What follows belongs to an exercise in optimizing a design on an open flow for small area, a short achievable clock period and few clock cycles per item; a production flow would make more cautious choices. Where RTL was checked, it was by simulation tests only, not by an equivalence proof against the original. Power and IR drop assume default switching activity.

==> run a <==
==> flow/design.v (excerpt) <==
module cnn_pool
#(
    parameter int IMG_DIM = cnn_geom_pkg::DEF_IMG_DIM
)
(
    input  logic     clk,
    input  logic     reset,
    input  logic     i_start,
    input  wb_bus_pkg::wb_addr_t i_src_base,
    input  wb_bus_pkg::wb_addr_t i_dst_base,
    input  wb_bus_pkg::wb_data_t i_rd_dat,
    input  logic     i_rd_ack,
    input  logic     i_wr_ack,
    output logic     o_rd_cyc,
    output logic     o_rd_stb,
    output wb_bus_pkg::wb_addr_t o_rd_adr,
    output logic     o_wr_cyc,
    output logic     o_wr_stb,
    output logic     o_wr_we,
    output wb_bus_pkg::wb_addr_t o_wr_adr,
    output wb_bus_pkg::wb_data_t o_wr_dat,
    output logic     o_busy,
    output logic     o_done
);
export LEC_CHECK = 0
export CAP_MARGIN = 20
export CORE_MARGIN = 2
export CORE_UTILIZATION = 40
export SLEW_MARGIN = 20
export SYNTH_HIERARCHICAL = 1
export SYNTH_MINIMUM_KEEP_SIZE = 0
create_clock -name core_clock -period 9.0 [get_ports {clk}]
run.sh (not shown) runs the stock make flow with config.mk's settings and CLKGATE_MAP_FILE= SYNTH_SCRIPT=/design/flow/synth_recipe.tcl, a recipe that flattens the netlist after the stock synthesis.
==> run b (differences from run a) <==
- SETUP_SLACK_MARGIN: default -> 5
==> out/metrics.csv <==
metric,value,unit
"Non-clock buffers, area share",3.196,%
Final Routed Wirelength,90.63,mm
leakage,15.89,nW
status,no timing/DRC/antenna violations,
CLK BUF,72,
placed cell areas,0.03477,mm²
via count,20390,
-- figures above: run a

==> out/metrics.csv <==
metric,value,unit
worst hold margin,0.3195,ns
leakage,16.56,nW
via count,21440,
"flops & latches, synth",477,
Final Routed Wirelength,96.38,mm
status,no timing/DRC/antenna violations,
TritonCTS Sinks,477,
arrival time at the worst endpoint,4.60,ns
CLK BUF,82,
placed cell areas,0.03478,mm²
"Non-clock buffers, area share",7.000,%
post_cts resized,84,
CP max FO,6,
-- figures above: run b

No functional check of the RTL was part of any run of this note.

==> job 6787: inputs <==
Another version of the RTL of cnn_pool (not shown whole).
export LEC_CHECK = 0
export CAP_MARGIN = 20
export CORE_MARGIN = 2
export CORE_UTILIZATION = 55
export SETUP_SLACK_MARGIN = 5
export SLEW_MARGIN = 20
export SYNTH_HIERARCHICAL = 1
export SYNTH_MINIMUM_KEEP_SIZE = 0
create_clock -name core_clock -period 9.0 [get_ports {clk}]
standard.sh (not shown) runs the stock make flow with config.mk's settings and CLKGATE_MAP_FILE= SYNTH_SCRIPT=/design/flow/synth_recipe.tcl, a recipe that flattens the netlist after the stock synthesis.
==> flow/flow/run.sh <==
#!/bin/bash
set -euo pipefail
SETUP_MARGIN=${SETUP_MARGIN:-6}
bash standard.sh \
    "BUFFER_PORTS_ARGS=-buffer_cell sky130_fd_sc_hd__buf_2" \
    "SETUP_SLACK_MARGIN=${SETUP_MARGIN}" \
    finish > flow_make.log 2>&1
==> inputs of job 3836, as changes to job 6787 <==
--- a/flow/design.v
+++ b/flow/design.v
@@ -3491,86 +3491,77 @@
     output wb_bus_pkg::wb_addr_t o_wr_adr,
     output wb_bus_pkg::wb_data_t o_wr_dat,
     output logic     o_busy,
     output logic     o_done
 );
     localparam int NTAP = cnn_geom_pkg::KERNEL_TAPS;
     localparam int LB   = 18;                 
     logic        job_go;
-    logic        idle;                        
     logic        clr;
     logic        rd_take;
     logic        wr_take;
     logic [6:0]  rq;                          
-    logic [6:0]  rq_lim;                      
+    logic [6:0]  rq_eval;
+    logic [5:0]  rq_ctr;                      
+    logic [4:0]  rq_need;
     logic        rq_ok;
     logic [7:0]  d_in;
     logic        v_in;
     logic [6:0]  wc;                          
     logic [7:0]  wgt [NTAP];
     logic [7:0]  lbuf [LB];
     logic [6:0]  stp;                         
     logic [6:0]  stp_nxt;
     logic        step;
     logic        shift;
     logic [NTAP-1:0]   msk;                   
-    logic        ph9;                         
-    logic        ph18;                        
-    logic        fl;                          
     logic [NTAP-1:0]   msk_nxt;
     logic [8*NTAP-1:0] win_w;
     logic [8*NTAP-1:0] win_p;
     logic        t_val;
     logic [5:0]  t_ctr;
     logic        u_val;
     logic [5:0]  u_ctr;
     cnn_geom_pkg::acc_t sum;
     logic        s_val;
     logic [5:0]  s_ctr;
     cnn_geom_pkg::acc_t s_sum;
     logic [15:0] clip;
     logic [15:0] pmax [4];
     logic [15:0] pm_cur;
     logic        s_gt;
-    logic        upd;
-    logic [15:0] run_nxt;
     logic [4:0]  n_done;                      
     logic [4:0]  n_taken;                     
-    logic        fin_now;
-    logic        avail;
-    logic        wr_load;
     assign job_go  = i_start && !o_busy;
     assign clr     = reset || o_done;
     assign rd_take = o_rd_stb && i_rd_ack;
     assign wr_take = o_wr_stb && i_wr_ack;
     assign o_rd_cyc = o_rd_stb;
     assign o_wr_cyc = o_wr_stb;
     assign o_wr_we  = o_wr_stb;
     always_ff @(posedge clk)
     begin
         if (reset)
         begin
             o_busy <= 1'b0;
-            idle   <= 1'b1;
         end
         else if (job_go)
         begin
             o_busy <= 1'b1;
-            idle   <= 1'b0;
         end
         else if (o_done)
         begin
             o_busy <= 1'b0;
-            idle   <= 1'b1;
         end
     end
-    assign rq_lim  = (n_taken >= 5'd12) ? 7'd127
-                   : 7'd33 + {1'b0, n_taken[3:2], 4'd0} + {4'd0, n_taken[1:0], 1'b0};
-    assign rq_ok   = o_rd_stb ? (rq < rq_lim) : (rq <= rq_lim);
+    assign rq_eval = o_rd_stb ? rq + 7'd1 : rq;
+    assign rq_ctr  = 6'(rq_eval - 7'd18);
+    assign rq_need = {1'b0, rq_ctr[5:4] - 2'd1, rq_ctr[2:1]} + 5'd1;
+    assign rq_ok   = (rq_eval < 7'd34) || rq_ctr[3] || (n_taken >= rq_need);
     always_ff @(posedge clk)
     begin
         if (reset)
         begin
             o_rd_stb <= 1'b0;
         end
         else if (job_go)
         begin
@@ -3596,17 +3587,17 @@
         end
         else if (rd_take)
         begin
             rq <= rq + 7'd1;
         end
     end
     always_ff @(posedge clk)
     begin
-        if (idle)
+        if (!o_busy)
         begin
             o_rd_adr <= i_src_base;
         end
         else if (rd_take)
         begin
             o_rd_adr <= o_rd_adr + 16'd1;
         end
     end
@@ -3617,50 +3608,28 @@
         begin
             v_in <= 1'b0;
         end
         else
         begin
             v_in <= rd_take;
         end
     end
-    assign step    = (v_in && ph18) || fl;
-    assign shift   = (v_in && ph9) || fl;
+    assign step    = (v_in && wc >= 7'd18) || (wc == 7'd73 && stp != 7'd64);
+    assign shift   = (v_in && wc >= 7'd9) || step;
     assign stp_nxt = step ? stp + 7'd1 : stp;
     always_ff @(posedge clk)
     begin
         if (clr)
         begin
-            wc   <= '0;
-            ph9  <= 1'b0;
-            ph18 <= 1'b0;
-            fl   <= 1'b0;
+            wc <= '0;
         end
-        else
+        else if (v_in)
         begin
-            if (v_in)
-            begin
-                wc <= wc + 7'd1;
-                if (wc == 7'd8)
-                begin
-                    ph9 <= 1'b1;
-                end
-                if (wc == 7'd17)
-                begin
-                    ph18 <= 1'b1;
-                end
-            end
-            if (v_in && wc == 7'd72)
-            begin
-                fl <= 1'b1;
-            end
-            else if (stp == 7'd63)
-            begin
-                fl <= 1'b0;
-            end
+            wc <= wc + 7'd1;
         end
         if (clr)
         begin
             stp <= '0;
             msk <= 9'b000_011_011;            
         end
         else
         begin
@@ -3729,77 +3698,75 @@
         t_ctr <= stp[5:0];
         u_ctr <= t_ctr;
         s_ctr <= u_ctr;
         s_sum <= sum;
     end
     assign clip   = s_sum[19] ? 16'd0 : (|s_sum[18:16]) ? 16'hffff : s_sum[15:0];
     assign pm_cur = pmax[s_ctr[2:1]];
     assign s_gt   = !s_sum[19] && ((|s_sum[18:16]) || (s_sum[15:0] > pm_cur));
-    assign upd     = (!s_ctr[3] && !s_ctr[0]) || s_gt;
-    assign run_nxt = upd ? clip : pm_cur;
     always_ff @(posedge clk)
     begin
-        if (s_val && upd)
+        if (s_val)
         begin
-            pmax[s_ctr[2:1]] <= clip;
+            if ((!s_ctr[3] && !s_ctr[0]) || s_gt)
+            begin
+                pmax[s_ctr[2:1]] <= clip;
+            end
         end
     end
     always_ff @(posedge clk)
     begin
         if (clr)
         begin
             n_done <= '0;
         end
-        else if (fin_now)
+        else if (s_val && s_ctr[3] && s_ctr[0])
         begin
             n_done <= n_done + 5'd1;
         end
     end
-    assign fin_now = s_val && s_ctr[3] && s_ctr[0];
-    assign avail   = (n_done != n_taken);
-    assign wr_load = (!o_wr_stb || i_wr_ack) && (avail || fin_now);
     always_ff @(posedge clk)
     begin
         if (reset)
         begin
             o_wr_stb <= 1'b0;
             o_done   <= 1'b0;
         end
         else
         begin
             o_done <= wr_take && (n_taken == 5'd16);
-            if (wr_load)
+            if ((!o_wr_stb || i_wr_ack) && (n_done != n_taken))
             begin
                 o_wr_stb <= 1'b1;
             end
             else if (i_wr_ack)
             begin
                 o_wr_stb <= 1'b0;
             end
         end
     end
     always_ff @(posedge clk)
     begin
         if (clr)
         begin
             n_taken <= '0;
         end
-        else if (wr_load)
+        else if ((!o_wr_stb || i_wr_ack) && (n_done != n_taken))
         begin
             n_taken <= n_taken + 5'd1;
         end
     end
     always_ff @(posedge clk)
     begin
-        if (wr_load)
+        if ((!o_wr_stb || i_wr_ack) && (n_done != n_taken))
         begin
-            o_wr_dat <= avail ? pmax[n_taken[1:0]] : run_nxt;
+            o_wr_dat <= pmax[n_taken[1:0]];
         end
-        if (idle)
+        if (!o_busy)
         begin
             o_wr_adr <= i_dst_base;
         end
         else if (wr_take)
         begin
             o_wr_adr <= o_wr_adr + 16'd1;
         end
     end
==> flow/run.sh (new file) <==
#!/bin/bash
# synth_recipe.tcl (not shown) runs the flow's synth.tcl, then flattens the netlist and writes it again
# the make line also repeats each setting of config.mk as NAME=value (left out here)
make -C /OpenROAD-flow-scripts/flow DESIGN_CONFIG=/design/flow/config.mk WORK_HOME=/design/flow/orfs CLKGATE_MAP_FILE= SYNTH_SCRIPT=/design/flow/synth_recipe.tcl finish
Settings changed: ABC_CLOCK_PERIOD_IN_PS from default to 3000, CORE_UTILIZATION 55 to 40.
removed: flow/flow/run.sh
removed: flow/standard.sh
==> comparison <==
- Job 6787 finished with timing, DRC and antenna clean. Job 3836 finished clean.
- In job 6787 the total power is higher than in job 3836, by 4.2%.
- In job 6787 the register-to-register slack is better than in job 3836, by 0.22 ns.
- Global-route usage: job 3836 is lower than job 6787 (11 points).
- In job 3836 the clock skew is higher than in job 6787, by 0.0079 ns.
- In job 3836 the first-iteration DRC count is smaller than in job 6787, by about 12%.
- Final area: job 6787 is higher than job 3836 (6.7%).
- Of job 3836 and job 6787, job 6787 has the higher non-clock buffer count (gap 183).
==> figures <==
quantity	job 3836	job 6787
Sequential portion of the cell area	38.9%	36.9%
Wire length of the first global-routing pass	137,000 um	149,000 um
Routing usage on met1	27.7%	39.9%
Proportion of power drawn by the clock network	27.6%	27.2%
Share of total power in sequential cells	36.7%	35.6%
Post-synthesis share of cell area spent on xor and xnor gates	2.08%	1.70%
1st-pass router iterations	6	5
Combinational share of power	35.7%	37.2%
Area of the core	85,400 um2	63,100 um2
Buffering overhead	2.79%	6.08%
Initial antenna violation count	2	6
Multi-input logic portion of the cell area	48.3%	48.6%
Power Clock	2.56 mW	2.63 mW
Result of the run	no timing/DRC/antenna violations	no timing/DRC/antenna violations
PD cells	241 nW/um2	235 nW/um2
Minimum setup slack among reg-to-reg paths	5.29 ns	5.51 ns
Testbench counts of job 6787, summed over its fixed seeds: cycles 8,544, jobs 96.
Testbench counts of job 3836, summed over its fixed seeds: cycles 8,640, jobs 96.

==> inputs of job 3222 <==
cnn_pool, a different RTL version from the one above (not shown whole).
Settings: LEC_CHECK=0, CAP_MARGIN=20, CORE_MARGIN=2, CORE_UTILIZATION=40, SETUP_SLACK_MARGIN=5, SLEW_MARGIN=20, SYNTH_HIERARCHICAL=1, SYNTH_MINIMUM_KEEP_SIZE=0; clock period 9.0 ns.
==> flow/flow/run.sh <==
#!/bin/bash
set -euo pipefail
SETUP_MARGIN=${SETUP_MARGIN:-6}
bash standard.sh \
    "BUFFER_PORTS_ARGS=-buffer_cell sky130_fd_sc_hd__buf_2" \
    "SETUP_SLACK_MARGIN=${SETUP_MARGIN}" \
    finish > flow_make.log 2>&1
==> inputs of job 4400, as changes to job 3222 <==
--- a/flow/design.v
+++ b/flow/design.v
@@ -3497,13 +3497,15 @@
     logic        job_go;
     logic        idle;                        
     logic        clr;
     logic        rd_take;
     logic        wr_take;
     logic [6:0]  rq;                          
-    logic [6:0]  rq_lim;                      
+    logic [6:0]  rq_eval;
+    logic [5:0]  rq_ctr;                      
+    logic [4:0]  rq_need;
     logic        rq_ok;
     logic [7:0]  d_in;
     logic        v_in;
     logic [6:0]  wc;                          
     logic [7:0]  wgt [NTAP];
     logic [7:0]  lbuf [LB];
@@ -3533,15 +3535,12 @@
     logic        same_q;
     logic [15:0] cur;
     logic [15:0] run_nxt;
     logic        s_gt;
     logic [4:0]  n_done;                      
     logic [4:0]  n_taken;                     
-    logic        fin_now;
-    logic        avail;
-    logic        wr_load;
     assign job_go  = i_start && !o_busy;
     assign clr     = reset || o_done;
     assign rd_take = o_rd_stb && i_rd_ack;
     assign wr_take = o_wr_stb && i_wr_ack;
     assign o_rd_cyc = o_rd_stb;
     assign o_wr_cyc = o_wr_stb;
@@ -3561,15 +3560,16 @@
         else if (o_done)
         begin
             o_busy <= 1'b0;
             idle   <= 1'b1;
         end
     end
-    assign rq_lim  = (n_taken >= 5'd12) ? 7'd127
-                   : 7'd33 + {1'b0, n_taken[3:2], 4'd0} + {4'd0, n_taken[1:0], 1'b0};
-    assign rq_ok   = o_rd_stb ? (rq < rq_lim) : (rq <= rq_lim);
+    assign rq_eval = o_rd_stb ? rq + 7'd1 : rq;
+    assign rq_ctr  = 6'(rq_eval - 7'd18);
+    assign rq_need = {1'b0, rq_ctr[5:4] - 2'd1, rq_ctr[2:1]} + 5'd1;
+    assign rq_ok   = (rq_eval < 7'd34) || rq_ctr[3] || (n_taken >= rq_need);
     always_ff @(posedge clk)
     begin
         if (reset)
         begin
             o_rd_stb <= 1'b0;
         end
@@ -3747,31 +3747,28 @@
     always_ff @(posedge clk)
     begin
         if (clr)
         begin
             n_done <= '0;
         end
-        else if (fin_now)
+        else if (s_val && s_ctr[3] && s_ctr[0])
         begin
             n_done <= n_done + 5'd1;
         end
     end
-    assign fin_now = s_val && s_ctr[3] && s_ctr[0];
-    assign avail   = (n_done != n_taken);
-    assign wr_load = (!o_wr_stb || i_wr_ack) && (avail || fin_now);
     always_ff @(posedge clk)
     begin
         if (reset)
         begin
             o_wr_stb <= 1'b0;
             o_done   <= 1'b0;
         end
         else
         begin
             o_done <= wr_take && (n_taken == 5'd16);
-            if (wr_load)
+            if ((!o_wr_stb || i_wr_ack) && (n_done != n_taken))
             begin
                 o_wr_stb <= 1'b1;
             end
             else if (i_wr_ack)
             begin
                 o_wr_stb <= 1'b0;
@@ -3781,22 +3778,22 @@
     always_ff @(posedge clk)
     begin
         if (clr)
         begin
             n_taken <= '0;
         end
-        else if (wr_load)
+        else if ((!o_wr_stb || i_wr_ack) && (n_done != n_taken))
         begin
             n_taken <= n_taken + 5'd1;
         end
     end
     always_ff @(posedge clk)
     begin
-        if (wr_load)
+        if ((!o_wr_stb || i_wr_ack) && (n_done != n_taken))
         begin
-            o_wr_dat <= avail ? pmax[n_taken[1:0]] : run_nxt;
+            o_wr_dat <= pmax[n_taken[1:0]];
         end
         if (idle)
         begin
             o_wr_adr <= i_dst_base;
         end
         else if (wr_take)
==> notes <==
In job 4400 the final cell count is smaller than in job 3222, by about 1.3%. Of job 4400 and job 3222, job 4400 has the higher non-clock buffer count (gap 1). In job 4400 the via count is smaller than in job 3222, by 0.26%. Against job 4400, the synthesized cell count of job 3222 is larger by about 2.3%. Between job 4400 and job 3222, the lower clock skew is in job 4400 (gap 0.0033 ns). Between job 3222 and job 4400, the lower synthesized area is in job 4400 (gap 1.1%, measured against job 4400). Of job 4400 and job 3222, job 4400 has the higher global-route usage (gap 0.24 points). Of job 4400 and job 3222, job 3222 has the higher clock power (gap about 1%, measured against job 3222).
==> figures <==
item                                                                 job 4400                 job 3222
DR vias                                                                21,981                   22,038
Initial core utilization                                               40.40%                   40.28%
Post-synthesis compound-gate area fraction                             2.470%                   3.232%
Count of clock tree sinks                                                 684                      686
Switching component of the power                                     2.609 mW                 2.723 mW
Final RePlAce weighted congestion                                      0.9401                   0.9568
Sequential logic power                                                3.72 mW                  3.69 mW
Data buffer area share                                                 5.057%                   5.015%
Final HPWL from detailed placement                                   73.74 mm                 74.67 mm
Required @ worst endpoint                                             9.52 ns                  9.48 ns
Outcome                                               complete, no violations  complete, no violations
Antenna violations before repair                                            2                        3
XOR/XNOR share of the synthesized area                                 1.996%                   1.737%
Design area                                                      0.04305 mm^2             0.04366 mm^2
Pin count of the biggest net entering global routing                       85                       79
Relative slew margins                                                  22.33%                   23.62%
Switching fraction of total power                                      28.51%                   29.15%
Met1 usage in global routing                                           27.95%                   27.92%
Testbench counts of job 3222, summed over its fixed seeds: cycles 8,544, jobs 96.
No functional check of the RTL was part of job 4400.

==> port drivers added, routing unchanged <==
Ports are ideal in the flow. The routed layouts listed here were re-timed in OpenROAD. Step 1 sets driving cells, clkbuf_16 on the clock port and buf_2 on the other inputs (assumed; they add their load-dependent delay and slew). Step 2, shift: input delay + t, output delay - t, t = (earliest + latest rising clock arrival at the registers) / 2. This alone moves slack from input paths to output paths. Three values: ideal, step 1, step 2; two values: the first two.
| run | t (ns) | slack for setup (ns) | hold WS [ns] | worst register clock-pin slew, ns | worst data-port slew with drivers (ns) |
|---|---|---|---|---|---|
| run a | 0.665 | 4.596 / 4.596 / 4.596 | 0.323 / 0.323 / 0.323 | 0.07 / 0.07 | 0.07 |
| run b | 0.678 | 4.903 / 4.903 / 4.903 | 0.319 / 0.319 / 0.319 | 0.07 / 0.07 | 0.06 |
| job 6787 | 0.693 | 5.511 / 5.511 / 5.511 | 0.325 / 0.325 / 0.325 | 0.07 / 0.07 | 0.04 |
| job 3836 | 0.677 | 5.250 / 5.189 / 5.286 | 0.321 / 0.321 / 0.321 | 0.07 / 0.07 | 0.06 |
| job 3222 | 0.702 | 5.977 / 5.911 / 5.629 | 0.326 / 0.326 / 0.326 | 0.07 / 0.07 | 0.04 |
| job 4400 | 0.694 | 5.978 / 5.925 / 5.503 | 0.326 / 0.326 / 0.326 | 0.07 / 0.07 | 0.04 |
After both steps every run listed still meets setup and hold. The setup slack of job 4400, which loses most, moves by -0.053 ns with the drivers and by -0.475 ns with both steps.
